This design comes from an exercise in tuning for small area on the open sky130 flow, not from production work. Only simulation tests tie the RTL to the original design; equivalence was not proved. Power and IR drop assume default switching activity.

File: flow/design.v
`default_nettype none
package aos_sr_responder_pkg;
  localparam logic [63:0] SR_TIMEOUT_DATA = 64'hFFFF_FFFF_FFFF_FFFF;
endpackage
`default_nettype wire
`default_nettype none
module aos_sr_responder_fifo #(
  parameter int WIDTH = 65
) (
  input  logic             clk,
  input  logic             rst,
  input  logic             enq,        
  input  logic [WIDTH-1:0] enq_data,
  input  logic             deq,        
  output logic [WIDTH-1:0] deq_data,
  output logic             full,
  output logic             empty
);
  logic [WIDTH-1:0] mem_q [4];
  logic [2:0]       wr_ptr_q, rd_ptr_q;
  logic             do_enq;
  assign empty    = (wr_ptr_q == rd_ptr_q);
  assign full     = (wr_ptr_q[1:0] == rd_ptr_q[1:0]) && (wr_ptr_q[2] != rd_ptr_q[2]);
  assign do_enq   = enq && (!full || deq);
  assign deq_data = mem_q[rd_ptr_q[1:0]];
  always_ff @(posedge clk or posedge rst) begin
    if (rst) begin
      wr_ptr_q <= '0;
      rd_ptr_q <= '0;
    end else begin
      if (do_enq) wr_ptr_q <= wr_ptr_q + 3'd1;
      if (deq)    rd_ptr_q <= rd_ptr_q + 3'd1;
    end
  end
  always_ff @(posedge clk) begin
    if (do_enq) mem_q[wr_ptr_q[1:0]] <= enq_data;
  end
endmodule
`default_nettype wire
`default_nettype none
module aos_sr_responder (
  input  logic          clk,
  input  logic          rst,
  input  logic          req_valid,
  input  logic          req_iswrite,
  input  logic [31:0]   req_addr,
  input  logic [63:0]   req_data,
  output logic          resp_valid,
  output logic [63:0]   resp_data,
  output logic [1023:0] cfg_regs,
  output logic          app_wr_valid,
  output logic [3:0]    app_wr_idx,
  output logic [63:0]   app_wr_data,
  output logic          app_rd_valid,
  output logic [3:0]    app_rd_idx,
  input  logic          app_rd_ack,
  input  logic [63:0]   app_rd_data,
  output logic          err_sticky,
  output logic [15:0]   drop_count
);
  logic [63:0] cfg_q [16];
  logic        resp_valid_q;
  logic [63:0] resp_data_q;
  logic        app_wr_valid_q;
  logic [3:0]  app_wr_idx_q;
  logic [63:0] app_wr_data_q;
  logic        wait_q;           
  logic [7:0]  timer_q;
  logic        err_q;
  logic [15:0] drop_q;
  logic [3:0]  req_idx;
  logic        in_range, is_cfg, is_app, rd_req, wr_req;
  logic [15:0] cfg_sel;          
  logic [63:0] snap;
  logic [64:0] enq_entry, head_entry;
  logic        fifo_full, fifo_empty, pop, start_wait, timeout;
  assign req_idx  = req_addr[3:0];
  assign in_range = ~|req_addr[31:5];
  assign is_cfg   = in_range && !req_addr[4];
  assign is_app   = in_range &&  req_addr[4];
  assign rd_req   = req_valid && !req_iswrite;
  assign wr_req   = req_valid &&  req_iswrite;
  always_comb begin
    for (int i = 0; i < 16; i++) cfg_sel[i] = is_cfg && (req_idx == 4'(i));
  end
  always_comb begin
    snap = '0;
    for (int i = 0; i < 16; i++) snap = snap | ({64{cfg_sel[i]}} & cfg_q[i]);
  end
  assign enq_entry = {is_app, snap[63:4], snap[3:0] | ({4{is_app}} & req_idx)};
  always_ff @(posedge clk or posedge rst) begin
    if (rst) begin
      for (int i = 0; i < 16; i++) cfg_q[i] <= '0;
    end else begin
      for (int i = 0; i < 16; i++)
        if (wr_req && cfg_sel[i]) cfg_q[i] <= req_data;
    end
  end
  always_ff @(posedge clk or posedge rst) begin
    if (rst) app_wr_valid_q <= 1'b0;
    else     app_wr_valid_q <= wr_req && is_app;
  end
  always_ff @(posedge clk) begin
    app_wr_idx_q  <= req_idx;
    app_wr_data_q <= req_data;
  end
  assign start_wait = !wait_q && !fifo_empty &&  head_entry[64];
  assign timeout    = (timer_q == 8'hFF);
  assign pop        = wait_q ? (app_rd_ack || timeout) : (!fifo_empty && !head_entry[64]);
  always_ff @(posedge clk or posedge rst) begin
    if (rst) begin
      resp_valid_q <= 1'b0;
      wait_q       <= 1'b0;
      err_q        <= 1'b0;
      drop_q       <= '0;
    end else begin
      resp_valid_q <= pop;
      if (start_wait)  wait_q <= 1'b1;
      else if (pop)    wait_q <= 1'b0;
      if ((wait_q && !app_rd_ack && timeout) || (rd_req && fifo_full && !pop)) err_q <= 1'b1;
      if (rd_req && fifo_full && !pop && drop_q != 16'hFFFF) drop_q <= drop_q + 16'd1;
    end
  end
  always_ff @(posedge clk) begin
    timer_q <= wait_q ? timer_q + 8'd1 : 8'd0;
  end
  always_ff @(posedge clk) begin
    resp_data_q <= wait_q ? (app_rd_data | {64{!app_rd_ack}}) : head_entry[63:0];
  end
  aos_sr_responder_fifo #(
    .WIDTH (65)
  ) u_pend_fifo (
    .clk      (clk),
    .rst      (rst),
    .enq      (rd_req),
    .enq_data (enq_entry),
    .deq      (pop),
    .deq_data (head_entry),
    .full     (fifo_full),
    .empty    (fifo_empty)
  );
  always_comb begin
    for (int i = 0; i < 16; i++) cfg_regs[64*i +: 64] = cfg_q[i];
  end
  assign resp_valid   = resp_valid_q;
  assign resp_data    = resp_data_q;
  assign app_wr_valid = app_wr_valid_q;
  assign app_wr_idx   = app_wr_idx_q;
  assign app_wr_data  = app_wr_data_q;
  assign app_rd_valid = wait_q;
  assign app_rd_idx   = head_entry[3:0];
  assign err_sticky   = err_q;
  assign drop_count   = drop_q;
endmodule
`default_nettype wire
`default_nettype none
module aos_sr_top (
  input  logic          clk,
  input  logic          rst,
  input  logic          sr_req_valid,
  input  logic          sr_req_iswrite,
  input  logic [31:0]   sr_req_addr,
  input  logic [63:0]   sr_req_data,
  output logic          sr_resp_valid,
  output logic [63:0]   sr_resp_data,
  output logic [1023:0] cfg_regs,
  output logic          app_wr_valid,
  output logic [3:0]    app_wr_idx,
  output logic [63:0]   app_wr_data,
  output logic          app_rd_valid,
  output logic [3:0]    app_rd_idx,
  input  logic          app_rd_ack,
  input  logic [63:0]   app_rd_data,
  output logic          err_sticky,
  output logic [15:0]   drop_count
);
  aos_sr_responder u_resp (
    .clk          (clk),
    .rst          (rst),
    .req_valid    (sr_req_valid),
    .req_iswrite  (sr_req_iswrite),
    .req_addr     (sr_req_addr),
    .req_data     (sr_req_data),
    .resp_valid   (sr_resp_valid),
    .resp_data    (sr_resp_data),
    .cfg_regs     (cfg_regs),
    .app_wr_valid (app_wr_valid),
    .app_wr_idx   (app_wr_idx),
    .app_wr_data  (app_wr_data),
    .app_rd_valid (app_rd_valid),
    .app_rd_idx   (app_rd_idx),
    .app_rd_ack   (app_rd_ack),
    .app_rd_data  (app_rd_data),
    .err_sticky   (err_sticky),
    .drop_count   (drop_count)
  );
endmodule
`default_nettype wire
File: flow/flow/run.sh
#!/bin/bash
# Standard ORFS layout (the standard.sh, standard synthesis unchanged), with the
# port buffers made of the smallest buffer cell instead of the resizer's default pick.
set -euo pipefail
cat >> config.mk <<'EOC'
export BUFFER_PORTS_ARGS = -buffer_cell sky130_fd_sc_hd__buf_1
EOC
bash standard.sh synth > synth.log 2>&1
bash standard.sh finish > layout.log 2>&1
File: flow/standard.sh
#!/bin/bash
# synth_recipe.tcl (not shown) runs the flow's synth.tcl, then flattens the netlist and writes it again
# the make line also repeats each setting of config.mk as NAME=value (left out here)
make -C /OpenROAD-flow-scripts/flow DESIGN_CONFIG=/design/flow/config.mk WORK_HOME=/design/flow/orfs CLKGATE_MAP_FILE= SYNTH_SCRIPT=/design/flow/synth_recipe.tcl "${@:-finish}"
File: flow/config.mk
export PLATFORM = sky130hd
export DESIGN_NAME = aos_sr_top
export DESIGN_NICKNAME = aos_sr_top
export VERILOG_FILES = /design/flow/design.v
export SDC_FILE = /design/flow/constraint.sdc
export NUM_CORES = 4
export LEC_CHECK = 0
export ABC_AREA = 1
export CAP_MARGIN = 20
export CORE_MARGIN = 2
export CORE_UTILIZATION = 40
export CTS_BUF_LIST = sky130_fd_sc_hd__clkbuf_4 sky130_fd_sc_hd__clkbuf_8
export SLEW_MARGIN = 20
export BUFFER_PORTS_ARGS = -buffer_cell sky130_fd_sc_hd__buf_1
File: flow/constraint.sdc
create_clock -name core_clock -period 5.0 [get_ports {clk}]
set_input_delay 1.0000 -clock core_clock [delete_from_list [all_inputs] [get_ports {clk}]]
set_output_delay 1.0000 -clock core_clock [all_outputs]
set_load 0.01 [all_outputs]
==> results of run 1 <==
## what timing repair did
action                                  in CTS  in global routing
endpoints found under the setup margin       0                  0
hold endpoints to repair                     2                  0
hold buffers                                 1                  0
## critical path: cells and delay by family (launching register included)
family	cells	cell delay, ns
AOI/OAI and AO/OA	2	0.87
buffers and inverters	2	0.75
DFF	1	0.45
## area by class of cell
| type | count | share of cell area, % |
|---|---|---|
| sequential | 1450 | 50.3 |
| multi-input combinational | 4342 | 26.4 |
| timing repair buffer | 1508 | 9.12 |
| clock buffer | 460 | 7.67 |
| tap | 2016 | 3.44 |
| inverter | 537 | 2.79 |
| clock inverter | 19 | 0.171 |
| antenna | 30 | 0.102 |
## per-layer routing
layer  vias up  global-route usage [%]  wire length [um]  part of all wire [%]
li1      24600                       -                 -                     -
met2      4362                    58.7            135000                    41
met3       910                    15.7             46000                    14
met4        14                    25.2             23900                   7.3
met5         -                       0                99                 0.030
met1     28400                    53.8            122000                    37
## power by group
part / switching (mW) / internal (mW)
logic: 3.34 / 0.911
registers: 0.200 / 12.6
clock network: 5.24 / 7.10
total: 8.78 / 20.6
## stage by stage
stage | hold WS (ns) | total power [mW] | area [sq um] | std cells | utilization, %
after floorplan | 0.418 | 15.0 | 60100 | 6776 | -
after global placement | 0.433 | 17.1 | 67400 | 9851 | 45.1
after detailed placement | 0.438 | 17.2 | 67400 | 9851 | 45.1
after CTS | 0.0296 | 29.4 | 73200 | 10300 | 49.0
after global routing | 0.0600 | 30.2 | 73300 | 10400 | 49.0
final | 0.108 | 29.4 | 73300 | 10400 | 49.1
## logic make-up after synthesis
group	after synthesis	share of synthesized area [%]
xor+xnor	19	0.277
flops	1450	61.4
compound gates	1315	11.5
simple gates	3001	20.0
buf+inv	984	6.73
fa+ha+maj	7	0.146
## layout by cell type, fill, tap and decap left out, types with 9 or more instances in the layout
master	netlist	routed
dfxtp_1	140	140
dfrtp_1	1050	1047
nand4_4	12	13
nand2_4	0	16
o21ai_0	452	452
edfxtp_1	260	260
clkbuf_8	0	347
nand3_1	199	198
diode_2	0	30
buf_1	29	1343
clkinv_2	2	17
buf_4	18	131
xor2_1	12	12
o21ai_1	725	725
nand2_1	1802	1786
o22a_1	63	63
clkbuf_4	0	113
inv_1	516	514
a21oi_1	9	9
nand4_1	71	71
nor3_1	9	9
nor2_1	892	888
o22ai_1	63	62
buf_12	0	31
## state kept, by name, summed over array words and instances (netlist names)
register / count
u_resp.timer_q: 8
u_resp.wait_q: 1
u_resp.app_wr_valid_q: 1
u_resp.err_q: 1
u_resp.cfg_q: 1024
u_resp.resp_data_q: 64
u_resp.app_wr_idx_q: 4
u_resp.u_pend_fifo.mem_q: 260
u_resp.u_pend_fifo.rd_ptr_q: 3
u_resp.resp_valid_q: 1
u_resp.drop_q: 16
u_resp.app_wr_data_q: 64
u_resp.u_pend_fifo.wr_ptr_q: 3
## worst paths after layout
path | startpoint | end | slack [ns] | cells after the start
setup / recovery | u_resp.u_pend_fifo.rd_ptr_q[0]$_DFFE_PP0P_ | app_rd_idx[0] | 0.97 | 4
hold / removal | sr_req_data[35] | u_resp.app_wr_data_q[35]$_DFF_P_ | 0.11 | 1
setup reg to reg | u_resp.timer_q[0]$_SDFF_PN0_ | u_resp.u_pend_fifo.mem_q[3][29]$_DFFE_PP_ | 1.17 | 12
hold reg to reg | u_resp.timer_q[0]$_SDFF_PN0_ | u_resp.timer_q[0]$_SDFF_PN0_ | 0.45 | 1
max in group asynchronous | rst | u_resp.cfg_q[7][4]$_DFFE_PP0P_ | 2.79 | 5
min in group asynchronous | rst | u_resp.cfg_q[4][59]$_DFFE_PP0P_ | 0.65 | 3
==> impl_metrics.json, run 1 <==
{
  "run_status": "no timing/DRC/antenna violations",
  "arrival_ns": 3.03,
  "ys_ff_latch": 1450,
  "crit_required_ns": 4.00,
  "rows": 142,
  "synth.area.top_cells": "dfrtp_1, edfxtp_1, nand2_1, o21ai_1, nor2_1",
  "criticalPathCategory": "reg -> out",
  "rsz0062_at_grt": "no",
  "hp-class": "in -> reg",
  "netlist.area_leader.share_pct": 43.7,
  "area_growth_pct": 22.0,
  "netlist_instances": 6776,
  "synth_warnings": 3,
  "first_pass_iters": 8,
  "synth_cell_types": 37,
  "post_cts_buffers": 0,
  "cp_slowest_stage_delay_ns": 0.68,
  "regArea_sq_mm": 0.0369,
  "worst_setup_path_start_kind": "register",
  "avgSynthCellArea_sq_um": 8.87,
  "io_pins": 1345,
  "grt.total_usage_pct": 41.5,
  "num_vias": 58300,
  "drt_wl_total_um": 327000,
  "root_buffer": "clkbuf_8",
  "drc_errors": 0,
  "post-route-min-period_ns": 4.03,
  "synth_edf_count": 260,
  "multi_input_area_sq_mm": 0.0193,
  "cp_max_fo": 54,
  "core_sq_mm": 0.149,
  "slew_headroom_pct": 16.7,
  "initial_core_util_pct": 40.2,
  "fin_nets": 8287,
  "drv_slew": 0,
  "final_antenna_net_count": 0,
  "synth_nets": 6948,
  "routedWlPerCell_um": 31.6,
  "cts_tree": "done",
  "p_leak_nw": 30.6,
  "yosys-top-cells-count": "nand2_1, dfrtp_1, nor2_1, o21ai_1, inv_1",
  "timing.fmax_mhz": 248,
  "setup_viol": 0,
  "numPortBuffers": 1344,
  "grt_max_degree": 129,
  "yosysSeqAreaShare_pct": 61.4,
  "cpMaxStageDelayCell": "o22ai_1",
  "end_kind": "primary output",
  "synth_top_cell_by_area": "dfrtp_1",
  "synth_flop_cell": "dfrtp_1",
  "dr.first_iter.drc_count": 7784,
  "vias_per_cell": 5.62,
  "power_density_mw_per_mm2": 401,
  "yosysMostFrequentCell": "nand2_1",
  "worst_slew_pin_slew_ns": 1.25,
  "clock_latency_ns": 1.01,
  "max-cap-violations": 0,
  "grt_pass1_vias": 52400,
  "dpl_worst_slack_ns": 0.711,
  "finClkSkew_ns": 0.0836,
  "period_share_pct": 80.6,
  "dieArea_sq_mm": 0.153,
  "dieWidth_um": 392,
  "dpl.hpwl_um": 234000,
  "ys_async_sr_fraction_pct": 72.4,
  "finalSetupTns_ns": 0,
  "ctsResizeCount": 0,
  "fillers": 14600,
  "clkTransAtPathRegs_ns": 0.06,
  "drive_above_1_share_pct": 8.53,
  "setup_slack_ns": 0.970,
  "grt_pass1_wl_um": 436000,
  "gp_congestion": 1.07,
  "antenna_found_initial": 48,
  "fp.dieH_um": 392,
  "htree_num_levels": 5,
  "vdd_drop_max_mv": 0.314,
  "overflow": 0,
  "hold_viol_final": 0,
  "path_cells": "buf_4, o21ai_0, o22ai_1, buf_1",
  "cts_buffers": 276,
  "clockBufferDepth": 4,
  "syn_area_sq_mm": 0.0601,
  "clock-sinks": 1450
}
==> run 2, diff against run 1 <==
==> flow/run.sh (new file) <==
#!/bin/bash
# synth_recipe.tcl (not shown) runs the flow's synth.tcl, then flattens the netlist and writes it again
# the make line also repeats each setting of config.mk as NAME=value (left out here)
make -C /OpenROAD-flow-scripts/flow DESIGN_CONFIG=/design/flow/config.mk WORK_HOME=/design/flow/orfs CLKGATE_MAP_FILE= SYNTH_SCRIPT=/design/flow/synth_recipe.tcl finish
--- a/flow/config.mk
+++ b/flow/config.mk
@@ -10,5 +10,3 @@
 export CORE_MARGIN = 2
 export CORE_UTILIZATION = 40
-export CTS_BUF_LIST = sky130_fd_sc_hd__clkbuf_4 sky130_fd_sc_hd__clkbuf_8
 export SLEW_MARGIN = 20
-export BUFFER_PORTS_ARGS = -buffer_cell sky130_fd_sc_hd__buf_1
removed: flow/flow/run.sh
removed: flow/standard.sh
==> run 2 against run 1 <==
Against the previous run: final cell count down 2.0%; critical endpoint unchanged; clock power about the same; setup slack worse by 0.19 ns.
==> impl_metrics.json, run 2 <==
{
  "drv_slew": 0,
  "synth.area.top_cells": "dfrtp_1, edfxtp_1, nand2_1, o21ai_1, nor2_1",
  "post-route-min-period_ns": 4.22,
  "ys_async_sr_fraction_pct": 72.4,
  "worst_slew_pin_slew_ns": 1.24,
  "hp-class": "reg -> reg",
  "initial_core_util_pct": 40.2,
  "synth_edf_count": 260,
  "post_cts_buffers": 0,
  "netlist.area_leader.share_pct": 43.7,
  "cts_tree": "done",
  "fin_cells": 10200,
  "grt.total_usage_pct": 43.6,
  "ctsResizeCount": 0,
  "fillers": 13600,
  "yosysMostFrequentCell": "nand2_1",
  "fin_nets": 8159,
  "ys_ff_latch": 1450,
  "max-cap-violations": 0,
  "rsz0062_at_grt": "no",
  "ctsHoldBuffers": 0,
  "largest_reg_flops": 1024,
  "crit_required_ns": 4.00,
  "dieWidth_um": 392,
  "grt_pass1_wl_um": 456000,
  "dpl_worst_slack_ns": 0.268,
  "top_layer": "met5",
  "finClkSkew_ns": 0.0280,
  "cp_max_fo": 26,
  "yosys-top-cells-count": "nand2_1, dfrtp_1, nor2_1, o21ai_1, inv_1",
  "finalSetupTns_ns": 0,
  "netlist_instances": 6776,
  "final_area_sq_mm": 0.0816,
  "clkTransAtPathRegs_ns": 0.05,
  "fp.dieH_um": 392,
  "worst_setup_path_start_kind": "register",
  "synth_warnings": 3,
  "vias_per_cell": 5.62,
  "syn_area_sq_mm": 0.0601,
  "dieArea_sq_mm": 0.153,
  "placed_area_sq_mm": 0.0761,
  "clockBufferDepth": 3,
  "gp_congestion": 1.06,
  "root_buffer": "clkbuf_16",
  "end_kind": "primary output",
  "yosysSeqAreaShare_pct": 61.4,
  "core_sq_mm": 0.149,
  "drt_wl_total_um": 340000,
  "setup_slack_ns": 0.785,
  "period_share_pct": 84.3,
  "antenna_found_initial": 32,
  "arrival_ns": 3.22,
  "vdd_drop_max_mv": 0.254,
  "wl_met2_um": 144000,
  "routedWlPerCell_um": 33.5,
  "grt_max_degree": 104,
  "p_leak_nw": 33.4,
  "grt_pass1_vias": 53200,
  "final_antenna_net_count": 0,
  "place_inst": 9839,
  "clock_latency_ns": 0.80,
  "dr.first_iter.drc_count": 7784,
  "rows": 142,
  "timing.fmax_mhz": 237,
  "final_common_cell": "nand2_1",
  "final_cell_mix": "nand2_1, clkdlybuf4s50_1, dfrtp_1",
  "criticalPathCategory": "reg -> out",
  "hold_viol_final": 0,
  "run_status": "no timing/DRC/antenna violations",
  "overflow": 0,
  "io_pins": 1345,
  "dpl.hpwl_um": 245000,
  "drc_errors": 0,
  "synth_cell_types": 37,
  "area_growth_pct": 35.8,
  "htree_num_levels": 4,
  "synth_nets": 6948,
  "cts_buffers": 162,
  "numPortBuffers": 1344,
  "power_density_mw_per_mm2": 366,
  "wl_met1_um": 126000,
  "slew_headroom_pct": 17.5,
  "first_pass_iters": 7,
  "num_vias": 57100,
  "avgSynthCellArea_sq_um": 8.87,
  "setup_viol": 0,
  "drive_above_1_share_pct": 5.78,
  "wl_met3_um": 43400,
  "synth_top_cell_by_area": "dfrtp_1",
  "holdWs_ns": 0.464,
  "synth_flop_cell": "dfrtp_1",
  "largest-register": "u_resp.cfg_q",
  "clock-sinks": 1450
}
[run 2: path summary, 6_finish.rpt]
kind                       slack (ns)                                   endpoint                                  startpoint  cells past startpoint
setup / recovery                 0.78                              app_rd_idx[0]  u_resp.u_pend_fifo.rd_ptr_q[1]$_DFFE_PP0P_                      4
hold / removal                   0.46               u_resp.timer_q[0]$_SDFF_PN0_                u_resp.timer_q[0]$_SDFF_PN0_                      1
setup reg to reg                 1.14  u_resp.u_pend_fifo.mem_q[3][46]$_DFFE_PP_  u_resp.u_pend_fifo.rd_ptr_q[1]$_DFFE_PP0P_                     11
hold reg to reg                  0.46               u_resp.timer_q[0]$_SDFF_PN0_                u_resp.timer_q[0]$_SDFF_PN0_                      1
max in group asynchronous        2.85            u_resp.cfg_q[8][46]$_DFFE_PP0P_                                         rst                      4
min in group asynchronous        0.76            u_resp.cfg_q[6][60]$_DFFE_PP0P_                                         rst                      2
[run 2: report_power, final]
| part | switching [mW] | internal, mW | total [mW] | leakage (nW) |
|---|---|---|---|---|
| Sequential | 0.288 | 12.6 | 12.9 | 18.1 |
| Combinational | 3.06 | 1.41 | 4.46 | 12.6 |
| Clock | 5.19 | 7.28 | 12.5 | 2.69 |
[run 2: area by class of cell]
| cell class | instances | area (sq um) | area share, % |
|---|---|---|---|
| Clock buffer | 243 | 4760 | 5.84 |
| Inverter | 537 | 2040 | 2.50 |
| Timing Repair Buffer | 1494 | 15300 | 18.7 |
| Antenna cell | 13 | 32.5 | 0.0399 |
| Tap cell | 2016 | 2520 | 3.09 |
| Sequential cell | 1450 | 36900 | 45.2 |
| Multi-Input combinational cell | 4342 | 19300 | 23.7 |
| Clock inverter | 61 | 727 | 0.891 |
[run 2: critical path, stage by stage (launching register included)]
cell	delay (ns)
dfrtp_2	0.57
inv_2	0.52
o21ai_0	0.19
o22ai_1	0.49
clkdlybuf4s50_1	0.66
[run 2: logic make-up after synthesis]
group	synth area share (%)
compound gates	11.5
xor+xnor	0.277
fa+ha+maj	0.146
buf+inv	6.73
flops	61.4
simple gates	20.0
[run 2: through the flow]
stage / utilization (%) / power (mW)
finish: 54.6 / 29.8
global route: 54.6 / 30.6
CTS: 54.6 / 29.8
detailed placement: 50.9 / 17.5
global placement: 50.9 / 17.5
floorplan: - / 15.0
[run 2: per-layer routing]
metal / vias up / GRT usage [%]
met4: 16 / 27.1
li1: 24300 / -
met3: 881 / 15.2
met5: - / 0
met2: 4012 / 63.1
met1: 27900 / 55.7

[separate check: timing with driven ports]
No port has a modelled driver above. Below, the same layouts with a new extraction and two added sets of constraints.
Step 1 (the two cells are an assumption about what drives the block):
set clk [get_ports {clk}]
set_driving_cell -lib_cell sky130_fd_sc_hd__clkbuf_16 $clk
set_driving_cell -lib_cell sky130_fd_sc_hd__buf_2 [delete_from_list [all_inputs] $clk]
Step 2 also shifts input and output timing later by t, the mid clock arrival at the registers, as if the neighbouring blocks saw the same clock.
Slacks: no drivers / after step 1 / after step 2; pairs: no drivers / after step 1.
run | t, ns | setup WS [ns] | latest minus earliest clock arrival (ns)
run 1 | 1.057 | 0.970 / 0.884 / 0.504 | 0.091 / 0.092
run 2 | 0.870 | 0.785 / 0.696 / 0.083 | 0.035 / 0.034
After both steps setup and hold are still met in every run listed. For run 2, which loses most, drivers alone change the setup slack by -0.089 ns; drivers and shift together by -0.702 ns.
